Background: an optimization exercise with open tools, aiming at small area. Do not read the settings as production practice.
Function was checked by simulation only, so behaviour that the tests miss may differ from the original.
Power figures rest on the tool's default switching activity, not on a simulated workload.

## v6
Design lbp_hist, start of the top module:
module lbp_hist #(
  parameter int IMG_W = lbp_hist_pkg::IMG_W,
  parameter int CNT_W = lbp_hist_pkg::CNT_W
) (
  input  logic             clk,
  input  logic             reset,
  input  logic             lbp_valid,
  input  logic [13:0]      lbp_addr,
  input  logic [7:0]       lbp_data,
  input  logic             finish,
  input  logic             hist_ready,
  input  logic             hist_clear,
  output logic             hist_valid,
  output logic [7:0]       hist_addr,
  output logic [CNT_W-1:0] hist_data,
  output logic [CNT_W-1:0] sample_cnt,
  output logic             hist_done,
  output logic             late_err
);
  localparam logic [CNT_W-1:0] MAXV = '1;
  localparam logic [13:0] LAST_RC = 14'(IMG_W - 2);
  lbp_hist_pkg::state_t           r_state;
  lbp_hist_pkg::state_t           w_next;
  logic [7:0]       r_ra;          
  logic [CNT_W-1:0] r_hd;          
  logic [CNT_W-1:0] r_cnt;
  logic             r_late;
  ...
For scale: about 6600 cells after synthesis, about 130000 sq um of cells after synthesis.
Settings: LEC_CHECK=0, CAP_MARGIN=10, CORE_MARGIN=2, CORE_UTILIZATION=25, PLACE_DENSITY=0.45, SLEW_MARGIN=10; clock period 10.0 ns.
standard.sh (not shown) runs the stock make flow with config.mk's settings and CLKGATE_MAP_FILE= SYNTH_SCRIPT=/design/flow/synth_recipe.tcl, a recipe that flattens the netlist after the stock synthesis.
==> flow/flow/run.sh <==
#!/bin/bash
# The standard ORFS layout (standard.sh) with two changes:
#  - synthesis is the standard synthesis script, except that ABC maps
#    the logic with flow/map.abc (one choice-based mapping pass) instead of
#    ORFS's repeated delay-driven script; everything else, the flip-flop
#    mapping included, is unchanged;
#  - clock tree synthesis builds its tree from small clock buffers in larger
#    sink clusters and adds no dummy loads.
set -euo pipefail
here=$(pwd)
flow=$here/flow

# synth.tcl with the ABC script replaced
sed 's#log_cmd abc {\*}$abc_args#lset abc_args 1 '"$flow"'/map.abc\n  log_cmd abc {*}$abc_args#' \
  "$FLOW_HOME/scripts/synth.tcl" > "$here/own_synth.tcl"
grep -q "map.abc" "$here/own_synth.tcl"
# The standard flow's synthesis script, sourcing that copy
sed 's#source $::env(SCRIPTS_DIR)/synth.tcl#source '"$here"'/own_synth.tcl#' \
  "$here/synth_recipe.tcl" > "$here/own_synth_recipe.tcl"
grep -q "own_synth.tcl" "$here/own_synth_recipe.tcl"
# standard.sh with that synthesis script
sed 's#SYNTH_SCRIPT=[^ ]*#SYNTH_SCRIPT='"$here"'/own_synth_recipe.tcl#' \
  "$here/standard.sh" > "$here/own_standard.sh"
grep -q "own_synth_recipe.tcl" "$here/own_standard.sh"

export CTS_ARGS="-sink_clustering_enable -repair_clock_nets -dont_use_dummy_load -buf_list {sky130_fd_sc_hd__clkbuf_4 sky130_fd_sc_hd__clkbuf_8} -sink_clustering_size 16 -sink_clustering_max_diameter 80"
bash "$here/own_standard.sh" finish > "$here/own_standard.log" 2>&1
==> flow/flow/map.abc <==
&get -n
&st
&dch
&nf
&put
v6 was carried through to the last stage, and its layout satisfied the timing, design-rule and antenna checks.
diff inputs: v6 => v7
# v6
export LEC_CHECK = 0
export CAP_MARGIN = 10
export CORE_MARGIN = 2
export CORE_UTILIZATION = 25
export PLACE_DENSITY = 0.45
export SLEW_MARGIN = 10
create_clock -name core_clock -period 10.0 [get_ports {clk}]
# v7
export LEC_CHECK = 0
export CAP_MARGIN = 20
export CORE_MARGIN = 2
export CORE_UTILIZATION = 25
export PLACE_DENSITY = 0.45
export SLEW_MARGIN = 20
create_clock -name core_clock -period 10.0 [get_ports {clk}]
==> flow/run.sh (new file) <==
#!/bin/bash
# synth_recipe.tcl (not shown) runs the flow's synth.tcl, then flattens the netlist and writes it again
# the make line also repeats each setting of config.mk as NAME=value (left out here)
make -C /OpenROAD-flow-scripts/flow DESIGN_CONFIG=/design/flow/config.mk WORK_HOME=/design/flow/orfs CLKGATE_MAP_FILE= SYNTH_SCRIPT=/design/flow/synth_recipe.tcl finish
removed: flow/flow/run.sh
removed: flow/flow/map.abc
removed: flow/standard.sh
--- outcome ---
- Measured against each other, v6 and v7 differ in clock-buffer cell count, the higher figure coming from v7.
- Between v6 and v7, the flow reports via count normalized by instance count increasing by more than half.
- v7 ends up with a depth of the worst register-to-register path that is 2 lower than in v6.
- For v6, the worst setup path endpoint was u_bank.r_bins[104][8], unlike v7, where it was u_bank.r_bins[29][8].
- Diff v6 -> v7 | number of buffers created by CTS | up by more than half
- Compared with v6, power dissipated by switching net loads in v7 increased by more than half.
- Looking at overall power consumption, v7 sits about 46% higher than v6 does.
- Number of diodes added for antenna fixing grows by more than 100% when moving from v6 to v7.
- Changes observed in v7 relative to v6: cell area after technology mapping grew by 10%, wire length went up about 240%.
- v7 finished all stages; layout check result: FAIL, due to antenna violations, max-capacitance violations, max-slew violations, negative setup slack.

[afterwards: timing with drivers on the ports]
In the flow no input, the clock included, has a driving cell. The finished layouts below were timed again as built, in two steps. Step 1: set_driving_cell puts a clkbuf_16 on clk and a buf_2 on each other input, an assumption about the parent block. Step 2, shift: input delay + t, output delay - t, t = (earliest + latest rising clock arrival at the registers) / 2. This alone moves slack from input paths to output paths. Slacks: ideal / step 1 / step 2; pairs: ideal / step 1.
run	t, ns	setup slack, ns	worst data-port slew with drivers (ns)
v6	1.163	1.947 / 1.947 / 1.947	0.14
v7	1.215	-0.055 / -0.055 / -0.055	0.04
